From an optimization exercise on the open Yosys and OpenROAD flow, aimed at a short achievable clock period and few clock cycles per item; shortcuts taken in it are not production practice.
In this exercise RTL edits were held to simulation tests only and were not proved equivalent to the original.
Power and IR drop assume default switching activity.

==> flow/design.v <==
`default_nettype none
package sttu_pkg;
    localparam int SLOTS_DEF     = 8;
    localparam logic [31:0] TIMEOUT_RESET = 32'd3600;
    localparam int CMD_W   = 3;
    localparam int TIME_W  = 32;
    localparam int TOKEN_W = 64;
    localparam int SLOT_W  = 3;
    localparam int COUNT_W = 4;
    localparam int RES_W   = COUNT_W + 1 + SLOT_W + 1;
    localparam logic [CMD_W-1:0] CMD_CREATE      = 3'd0;
    localparam logic [CMD_W-1:0] CMD_VALIDATE    = 3'd1;
    localparam logic [CMD_W-1:0] CMD_DESTROY     = 3'd2;
    localparam logic [CMD_W-1:0] CMD_DESTROY_ALL = 3'd3;
    localparam logic [CMD_W-1:0] CMD_COUNT       = 3'd4;
endpackage
`default_nettype wire
`default_nettype none
import sttu_pkg::*;
module sttu_cmp (
    input  wire logic [sttu_pkg::TIME_W-1:0]    i_now,
    input  wire logic [2*sttu_pkg::TOKEN_W-1:0] i_tok,
    input  wire logic [sttu_pkg::TIME_W-1:0]    i_la,
    input  wire logic [sttu_pkg::TIME_W-1:0]    i_e,
    input  wire logic                           i_wb,
    input  wire logic [2*sttu_pkg::TOKEN_W-1:0] i_etok,
    output logic                                o_eq,    
    output logic                                o_lt,    
    output logic                                o_gt,    
    output logic                                o_nl     
);
    logic le;
    assign o_eq = (i_tok == i_etok);
    assign o_lt = (i_now < i_la);
    assign o_gt = (i_la < i_now);
    assign le   = !(i_e < i_now);
    assign o_nl = i_wb ? (!o_lt || le) : (!o_lt && le);
endmodule
`default_nettype wire
`default_nettype none
import sttu_pkg::*;
module sttu_outq
#(
    parameter int DEPTH = 8,       
    parameter int LIMIT = 8        
) (
    input  wire logic                      i_clk,
    input  wire logic                      i_rst_n,
    input  wire logic                      i_acc,       
    input  wire logic                      i_res_v,     
    input  wire logic [sttu_pkg::RES_W-1:0] i_res,
    input  wire logic                      i_ready,     
    output logic                           o_valid,
    output logic [sttu_pkg::RES_W-1:0]     o_data,
    output logic                           o_tready
);
    localparam int PW = $clog2(DEPTH);
    localparam int NW = $clog2(LIMIT + 2);
    logic [RES_W-1:0] mem [DEPTH];
    logic [PW-1:0]    r_rd, r_wr;
    logic [PW:0]      r_cnt;
    logic [NW-1:0]    r_n;
    logic out_free, f_empty, pop, push, dlv;
    logic [NW-1:0] n_next;
    assign out_free = !o_valid || i_ready;
    assign f_empty  = (r_cnt == '0);
    assign pop      = out_free && !f_empty;
    assign push     = i_res_v && !(out_free && f_empty);
    assign dlv      = o_valid && i_ready;
    assign n_next   = r_n + NW'(i_acc) - NW'(dlv);
    always_ff @(posedge i_clk) begin
        if (!i_rst_n) begin
            o_valid  <= 1'b0;
            r_rd     <= '0;
            r_wr     <= '0;
            r_cnt    <= '0;
            r_n      <= '0;
            o_tready <= 1'b1;
        end else begin
            if (out_free) begin
                o_valid <= !f_empty || i_res_v;
            end
            if (pop) begin
                r_rd <= r_rd + PW'(1);
            end
            if (push) begin
                r_wr <= r_wr + PW'(1);
            end
            r_cnt    <= r_cnt + (PW+1)'(push) - (PW+1)'(pop);
            r_n      <= n_next;
            o_tready <= (n_next < NW'(LIMIT));
        end
    end
    always_ff @(posedge i_clk) begin
        if (out_free) begin
            o_data <= f_empty ? i_res : mem[r_rd];
        end
        if (push) begin
            mem[r_wr] <= i_res;
        end
    end
endmodule
`default_nettype wire
`default_nettype none
import sttu_pkg::*;
module session_table_idle_timeout_unit
#(
    parameter int SLOTS = sttu_pkg::SLOTS_DEF
) (
    input  wire logic         i_clk,
    input  wire logic         i_rst_n,
    input  wire logic         i_cfg_valid,
    output logic              o_cfg_ready,
    input  wire logic [31:0]  i_cfg_data,       
    input  wire logic         i_s_axis_tvalid,
    output logic              o_s_axis_tready,
    input  wire logic [159:0] i_s_axis_tdata,   
    input  wire logic [2:0]   i_s_axis_tuser,   
    output logic              o_m_axis_tvalid,
    input  wire logic         i_m_axis_tready,
    output logic [15:0]       o_m_axis_tdata    
);
    localparam int TW = 2 * TOKEN_W;
    logic [TIME_W-1:0] r_timeout;
    logic              r_recalc;
    always_ff @(posedge i_clk) begin
        if (!i_rst_n) begin
            r_timeout <= TIMEOUT_RESET;
        end else if (i_cfg_valid) begin
            r_timeout <= i_cfg_data;
        end
        r_recalc <= i_rst_n && i_cfg_valid;
    end
    logic              tready;
    logic              acc;
    logic              s0_v;
    logic [CMD_W-1:0]  s0_cmd;
    logic [TIME_W-1:0] s0_now;
    logic [TW-1:0]     s0_tok;
    assign acc = i_rst_n && i_s_axis_tvalid && tready;
    always_ff @(posedge i_clk) begin
        s0_v   <= acc;
        s0_cmd <= i_s_axis_tuser;
        s0_now <= i_s_axis_tdata[31:0];
        s0_tok <= {i_s_axis_tdata[95:32], i_s_axis_tdata[159:96]};
    end
    logic              c_v;
    logic              c_create, c_validate, c_destroy, c_dall, c_count;
    logic [TIME_W-1:0] c_now;
    logic [TIME_W-1:0] c_e;
    logic              c_wb;
    logic [TW-1:0]     c_tok;
    logic [SLOTS-1:0]  c_pm, c_pnl, c_plt, c_pgt;
    logic              c_zm, c_znl, c_zlt, c_zgt;
    logic [SLOTS-1:0]  w_t, w_l;
    logic [TIME_W-1:0] w_now;
    logic [TIME_W-1:0] w_e;
    logic              w_wb;
    logic [TW-1:0]     w_tok;
    logic [SLOTS-1:0]  r_v;
    logic [SLOTS*SLOTS-1:0] r_m;
    logic [SLOTS-1:0]  t_eq, t_lt, t_gt, t_nl;
    logic              y_eq, y_lt, y_gt, y_nl;
    logic              z_eq, z_lt, z_gt, z_nl;
    logic [TIME_W:0]   p_exp;
    for (genvar k = 0; k < SLOTS; k++) begin : g_slot
        logic [TW-1:0]     tok;
        logic [TIME_W-1:0] la;
        logic [TIME_W-1:0] e;
        logic              wb;
        always_ff @(posedge i_clk) begin
            if (w_t[k]) begin
                tok <= w_tok;
            end
            if (w_l[k]) begin
                la <= w_now;
                e  <= w_e;
                wb <= w_wb;
            end else if (r_recalc) begin
                {wb, e} <= {1'b0, la} + {1'b0, r_timeout};
            end
        end
        sttu_cmp u_cmp (
            .i_now  (s0_now),
            .i_tok  (s0_tok),
            .i_la   (la),
            .i_e    (e),
            .i_wb   (wb),
            .i_etok (tok),
            .o_eq   (t_eq[k]),
            .o_lt   (t_lt[k]),
            .o_gt   (t_gt[k]),
            .o_nl   (t_nl[k])
        );
    end
    sttu_cmp u_cmp_y (
        .i_now  (s0_now),
        .i_tok  (s0_tok),
        .i_la   (w_now),
        .i_e    (w_e),
        .i_wb   (w_wb),
        .i_etok (w_tok),
        .o_eq   (y_eq),
        .o_lt   (y_lt),
        .o_gt   (y_gt),
        .o_nl   (y_nl)
    );
    sttu_cmp u_cmp_z (
        .i_now  (s0_now),
        .i_tok  (s0_tok),
        .i_la   (c_now),
        .i_e    (c_e),
        .i_wb   (c_wb),
        .i_etok (c_tok),
        .o_eq   (z_eq),
        .o_lt   (z_lt),
        .o_gt   (z_gt),
        .o_nl   (z_nl)
    );
    assign p_exp = {1'b0, s0_now} + {1'b0, r_timeout};
    always_ff @(posedge i_clk) begin
        if (!i_rst_n) begin
            c_v <= 1'b0;
        end else begin
            c_v <= s0_v;
        end
        c_create   <= (s0_cmd == CMD_CREATE);
        c_validate <= (s0_cmd == CMD_VALIDATE);
        c_destroy  <= (s0_cmd == CMD_DESTROY);
        c_dall     <= (s0_cmd == CMD_DESTROY_ALL);
        c_count    <= (s0_cmd == CMD_COUNT);
        c_now      <= s0_now;
        c_e        <= p_exp[TIME_W-1:0];
        c_wb       <= p_exp[TIME_W];
        c_tok      <= s0_tok;
        for (int k = 0; k < SLOTS; k++) begin
            c_pm[k]  <= w_t[k] ? y_eq : t_eq[k];
            c_pnl[k] <= w_l[k] ? y_nl : t_nl[k];
            c_plt[k] <= w_l[k] ? y_lt : t_lt[k];
            c_pgt[k] <= w_l[k] ? y_gt : t_gt[k];
        end
        c_zm  <= z_eq;
        c_znl <= z_nl;
        c_zlt <= z_lt;
        c_zgt <= z_gt;
    end
    logic [SLOTS-1:0] m, nl, lt, gt;
    logic [SLOTS-1:0] live, hit, ff, fh, ev, sc;
    logic [SLOTS-1:0] n_v, n_t, n_l;
    logic             any_free, any_hit;
    logic [SLOT_W-1:0]  slot_c, slot_h;
    logic [COUNT_W-1:0] cnt;
    logic [RES_W-1:0]   res;
    always_comb begin
        for (int k = 0; k < SLOTS; k++) begin
            m[k]  = w_t[k] ? c_zm  : c_pm[k];
            nl[k] = w_l[k] ? c_znl : c_pnl[k];
            lt[k] = w_l[k] ? c_zlt : c_plt[k];
            gt[k] = w_l[k] ? c_zgt : c_pgt[k];
        end
        live = r_v & nl;
        hit  = r_v & m;
        any_free = 1'b0;
        any_hit  = 1'b0;
        for (int k = 0; k < SLOTS; k++) begin
            ff[k] = !live[k] && !any_free;
            fh[k] = hit[k] && !any_hit;
            any_free = any_free || !live[k];
            any_hit  = any_hit || hit[k];
        end
        for (int i = 0; i < SLOTS; i++) begin
            ev[i] = 1'b1;
            for (int j = 0; j < SLOTS; j++) begin
                if (j < i) begin
                    ev[i] = ev[i] && r_m[i*SLOTS+j];
                end else if (j > i) begin
                    ev[i] = ev[i] && !r_m[j*SLOTS+i];
                end
            end
        end
        sc = any_free ? ff : ev;
        n_t = '0;
        n_l = '0;
        n_v = r_v;
        if (c_v) begin
            if (c_create) begin
                n_v = live | sc;
                n_t = sc;
                n_l = sc;
            end
            if (c_count) begin
                n_v = live;
            end
            if (c_validate) begin
                n_v = r_v & ~(fh & ~nl);
                n_l = fh & nl;
            end
            if (c_destroy) begin
                n_v = r_v & ~fh;
            end
            if (c_dall) begin
                n_v = '0;
            end
        end
        slot_c = '0;
        slot_h = '0;
        cnt    = '0;
        for (int k = 0; k < SLOTS; k++) begin
            if (sc[k]) slot_c = slot_c | SLOT_W'(k);
            if (fh[k]) slot_h = slot_h | SLOT_W'(k);
            cnt = cnt + COUNT_W'(live[k]);
        end
        res = '0;
        if (c_create) begin
            res = {COUNT_W'(0), !any_free, slot_c, 1'b1};
        end
        if (c_validate) begin
            res = {COUNT_W'(0), 1'b0, slot_h, |(fh & nl)};
        end
        if (c_destroy) begin
            res = {COUNT_W'(0), 1'b0, slot_h, any_hit};
        end
        if (c_count) begin
            res = {cnt, 1'b0, SLOT_W'(0), 1'b0};
        end
    end
    logic             r_res_v;
    logic [RES_W-1:0] r_res;
    always_ff @(posedge i_clk) begin
        if (!i_rst_n) begin
            r_v     <= '0;
            w_t     <= '0;
            w_l     <= '0;
            r_res_v <= 1'b0;
        end else begin
            r_v     <= n_v;
            w_t     <= n_t;
            w_l     <= n_l;
            r_res_v <= c_v;
        end
        w_now <= c_now;
        w_e   <= c_e;
        w_wb  <= c_wb;
        w_tok <= c_tok;
        r_res <= res;
        for (int i = 0; i < SLOTS; i++) begin
            for (int j = 0; j < SLOTS; j++) begin
                if (i == j) begin
                    r_m[i*SLOTS+j] <= 1'b0;
                end else if (n_l[i]) begin
                    r_m[i*SLOTS+j] <= lt[j];
                end else if (n_l[j]) begin
                    r_m[i*SLOTS+j] <= gt[i];
                end
            end
        end
    end
    logic [RES_W-1:0] out_res;
    sttu_outq u_outq (
        .i_clk    (i_clk),
        .i_rst_n  (i_rst_n),
        .i_acc    (acc),
        .i_res_v  (r_res_v),
        .i_res    (r_res),
        .i_ready  (i_m_axis_tready),
        .o_valid  (o_m_axis_tvalid),
        .o_data   (out_res),
        .o_tready (tready)
    );
    assign o_cfg_ready     = 1'b1;
    assign o_s_axis_tready = tready;
    assign o_m_axis_tdata  = {{(16-RES_W){1'b0}}, out_res};
endmodule
`default_nettype wire
==> flow/run.sh <==
#!/bin/bash
# synth_recipe.tcl (not shown) runs the flow's synth.tcl, then flattens the netlist and writes it again
# the make line also repeats each setting of config.mk as NAME=value (left out here)
make -C /OpenROAD-flow-scripts/flow DESIGN_CONFIG=/design/flow/config.mk WORK_HOME=/design/flow/orfs CLKGATE_MAP_FILE= SYNTH_SCRIPT=/design/flow/synth_recipe.tcl finish
==> flow/config.mk <==
export PLATFORM = sky130hd
export DESIGN_NAME = session_table_idle_timeout_unit
export DESIGN_NICKNAME = session_table_idle_timeout_unit
export VERILOG_FILES = /design/flow/design.v
export SDC_FILE = /design/flow/constraint.sdc
export NUM_CORES = 4
export LEC_CHECK = 0
export ABC_CLOCK_PERIOD_IN_PS = 2500
export CAP_MARGIN = 30
export CORE_MARGIN = 2
export CORE_UTILIZATION = 40
export SETUP_SLACK_MARGIN = 5
export SLEW_MARGIN = 20
==> flow/constraint.sdc <==
create_clock -name core_clock -period 9.0 [get_ports {i_clk}]
set_input_delay 1.8000 -clock core_clock [delete_from_list [all_inputs] [get_ports {i_clk}]]
set_output_delay 1.8000 -clock core_clock [all_outputs]
set_load 0.01 [all_outputs]
==> metrics.md <==
| Metric | Value |
|---|---|
| Status | finished clean |
| Worst path depth | 7 |
| IR drop worst, VDD | 181.5 uV |
| Clk pin slew, worst setup/hold paths | 0.06 ns |
| Minimum clock period | between 4 and 5 ns |
| Total Power | 27140 uW |
| Clock Tree Buf Depth | 4 |
| Final Hold Fails | 0 |
| Starting DRC count in detailed routing | roughly 11000 |
| Vias per cell | a little over 6 |
| RSZ-0062 raised after global routing | true |
| Core footprint | around 280000 sq um |
| Initial antenna violation count | 79 |
| CP max FO | 9 |
| Largest net degree at the start of global routing | 119 |
| Hold WC Path Type | reg -> reg |
| Hold Buf Count CTS | 0 |
| CP delay by family, top | simple AND/OR/NAND/NOR gates |
| Setup CP Type | reg -> reg |
| Crit path capture type | flop |
| Cell with the largest stage delay on the worst path | dfxtp_1 |
| Primary FF master, synth | edfxtp_1 |
| Clock Latency Late Sink | 0.95 ns |
| Drc violations | 0 |
| Tcrit/Tclk final | 0.4526 |
| Io pins | between 200 and 250 |
| Final Skew | 0.09743 ns |
| Total track usage | 0.3950 |
| Leak | 0.05115 uW |
| Logic pwr share | 0.129 |
| Global-route wire length before repair | 752100 um |
| Initial Util | 0.4013 |
| Antenna Nets Post-Route | 0 |
| Number of synthesized flops with an enable pin | 1653 |
| H-tree depth | 5 |
| Synth warnings | 2 |
| Fin nets | between 10000 and 15000 |
| CP cell instances | xnor2_1, nand4_1, nor4_1, nand4_1, nor4_4, buf_4, a32o_1 |
| Global placement routability congestion | roughly 1.1 |
| Hpwl dp | between 400000 and 500000 um |
| Drt first pass iters | 8 |
| Port buffer count | 210 |
| Pins over their slew limit | 0 |
| CTS sink count | 2329 |
| Die area | 287000 sq um |
| WL/cell | 41.10 um |
| Seq cells post-synth | 2329 |
| Mapped Cells | just over 9000 |
| Die W | 535.7 um |
| Yosys cell types | 117 |
| CP bufs+invs | 1 |
| Die height | approximately 540 um |
| Vias in the first global route | 84540 |
| Cell Rows | a little under 200 |
| Crit-path max cell delay | between 0.9 and 1 ns |
| CTS tree | done |
| Internal power | around 20000 uW |
| Root Driver | clkbuf_16 |
| Cells on worst reg2reg path | 7 |
| Critical Path RT | 9.76 ns |
| Clock Power Share | 0.419 |
| Power Dens Cells | 204.9 nW/um^2 |
| Share of cells above drive strength 1 | 0.1151 |
| CP most frequent cell | nand4_1 |
| Worst hold path cell count | 0 |
| Rel. slew slack | 0.2152 |
| FF/Latch Area | 63320 sq um |
| Post-route setup TNS | 0 ns |
| Post-synthesis cell area | 113100 sq um |
| Fill count | about 25000 |
| Register area share after synthesis | 0.5586 |
| Total CTS buffers | between 200 and 300 |
| Avg Cell Area, Syn | between 10 and 15 sq um |
| Switching fraction of total power | 0.2777 |
| Worst Path Arrival | 4.83 ns |
| CP Launch Type | flop |
| Synth-to-layout area growth | 17.13% |
| Area of the multi-input gates | roughly 47000 sq um |
| Max cap viols | 0 |
| Psw | 7538 uW |
| Final setup violation count | 0 |
| Congestion Overflow GR | 0 |
| Worst-Margin Slew | 1.168 ns |
| Fmax achieved | 0.2455 GHz |
| DR vias | 87180 |
| Detailed Route WL | 577500 um |
| Reg power frac | 0.451 |
| Async set-reset flop share out of synthesis | 0 |
per-layer routing:
metal	global-route usage	share of wire
met5	0	0.000047
met2	0.6451	0.46
met3	0.07810	0.082
met4	0.3669	0.11
met1	0.4328	0.34
final cells by class:
type	instances	share of cell area
antenna	82	0.001549
clock buffer	408	0.06176
clock inverter	97	0.006536
inverter	654	0.01879
multi-input combinational	6052	0.3532
sequential	2329	0.4780
tap	3743	0.03536
timing repair buffer	686	0.04473
timing repair:
action                                  in CTS  in global routing
gates cloned                                 0                  0
endpoints found under the setup margin      53                 39
buffers inserted                            25                  2
pin swaps                                    3                  2
gates resized for setup                     60                 27
hold endpoints to repair                     0                  0
cell usage after synthesis (all sizes together) (12+ instances only):
| library cell | instances | area [sq um] |
|---|---|---|
| edfxtp | 1653 | 49640 |
| ha | 933 | 11670 |
| dfxtp | 676 | 13530 |
| inv | 638 | 2395 |
| xnor2 | 572 | 5010 |
| nand2 | 496 | 1862 |
| o21ai | 490 | 2460 |
| xor2 | 489 | 4283 |
| a21oi | 431 | 2183 |
| nand4 | 301 | 1898 |
| nor2 | 281 | 1055 |
| a21o | 277 | 2079 |
| clkbuf | 207 | 780.7 |
| nor4 | 190 | 1195 |
| o22ai | 164 | 1032 |
| a221oi | 133 | 1177 |
| nand3 | 106 | 530.5 |
| nor3 | 98 | 513.0 |
| o2bb2ai | 80 | 700.7 |
| a211oi | 79 | 640.6 |
| mux2i | 77 | 770.7 |
| buf | 76 | 356.6 |
| nor2b | 65 | 406.6 |
| nand2b | 59 | 376.6 |
| o21a | 59 | 450.4 |
| a22o | 56 | 490.5 |
| o31ai | 52 | 400.4 |
| mux2 | 44 | 499.2 |
| o21bai | 35 | 262.8 |
| a31oi | 33 | 212.7 |
| a2111oi | 32 | 287.8 |
| o211ai | 32 | 260.3 |
| and3 | 30 | 192.7 |
| and2 | 27 | 168.9 |
| or2 | 23 | 143.9 |
| o221ai | 21 | 183.9 |
| and4 | 18 | 157.7 |
| mux4 | 18 | 405.4 |
| or3 | 18 | 112.6 |
| clkinv | 16 | 60.06 |
| nor3b | 16 | 120.1 |
| fa | 15 | 300.3 |
| a211o | 14 | 122.6 |
| o311ai | 13 | 128.9 |
| a221o | 12 | 120.1 |
sequential cells by signal (all words and copies together), names as in the netlist, 32 cells and up, named ones only:
register    count
w_tok         128
s0_tok        128
c_now          32
g_slot.e      256
s0_now         32
c_tok         128
w_now          32
r_timeout      32
w_e            32
g_slot.la     256
u_outq.mem     72
c_e            32
g_slot.tok   1024
final timing paths:
kind / slack (ns) / from / endpoint
setup / recovery: 4.93 / w_tok[123]$_DFF_P_ / c_pm[6]$_DFF_P_
hold / removal: 0.34 / c_now[21]$_DFF_P_ / w_now[21]$_DFF_P_
setup reg to reg: 4.93 / w_tok[123]$_DFF_P_ / c_pm[6]$_DFF_P_
hold reg to reg: 0.34 / c_now[21]$_DFF_P_ / w_now[21]$_DFF_P_
through the flow:
step / instance area [sq um] / utilization / cells / worst slack, ns / hold slack [ns]
CTS: 131900 / 0.4682 / 13956 / 5.002 / 0.3431
finish: 132500 / 0.4701 / 14051 / 4.927 / 0.3426
global route: 132300 / 0.4694 / 13981 / 4.942 / 0.3467
floorplan: 113100 / - / 9318 / 5.004 / 0.3258
global placement: 122100 / 0.4332 / 13390 / 4.256 / 0.3319
detailed placement: 122500 / 0.4346 / 13426 / 4.142 / 0.3349
kinds of logic after synthesis:
group / after synthesis / synth area share
AO/OA/AOI/OAI: 2123 / 0.1260
XOR/XNOR: 1061 / 0.08217
adder cells (fa/ha/maj): 953 / 0.1063
buffers and inverters: 937 / 0.03176
flip-flops: 2329 / 0.5586
multiplexers: 139 / 0.01481
other: 2 / 0.00006640
AND/OR/NAND/NOR: 1768 / 0.08029
power groups by stage:
stage / registers [uW] / clock network, uW / logic [uW]
floorplan: 12200 / 0 / 1700
global placement: 12500 / 0 / 3280
detailed placement: 12500 / 0 / 3340
CTS: 12300 / 11400 / 3380
global route: 12300 / 11900 / 3640
finish: 12300 / 11400 / 3510
cells in the final DEF, fill, tap and decap left out, drive strengths merged, types with 301 or more instances in the layout:
cell       n
a21oi    431
buf      475
clkbuf   410
dfxtp    676
edfxtp  1653
ha       933
inv      644
nand2    496
nand4    301
o21ai    490
xnor2    572
xor2     489
Testbench counts, summed over its fixed seeds: cycles 4,832, items 4,800.

==> static timing again, ports no longer ideal <==
The flow's constraints put no driver on any port. The routed layout listed below was extracted and timed again, unchanged, in two steps.
Step 1: set_driving_cell puts a clkbuf_16 on i_clk and a buf_2 on each other input, an assumption about the parent block.
Step 2, shift: input delay + t, output delay - t, t = (earliest + latest rising clock arrival at the registers) / 2. This alone moves slack from input paths to output paths.
Three values: no drivers, after step 1, after step 2; two values: the first two.
t, ns: 1.010
setup slack, ns: 4.927 / 4.927 / 4.490
slew at the worst register clock pin (ns): 0.07 / 0.07
worst data-port slew with drivers (ns): 0.07
After both steps this run still meets setup and hold. The setup slack of this run moves by 0.000 ns with the drivers and by -0.437 ns with both steps.
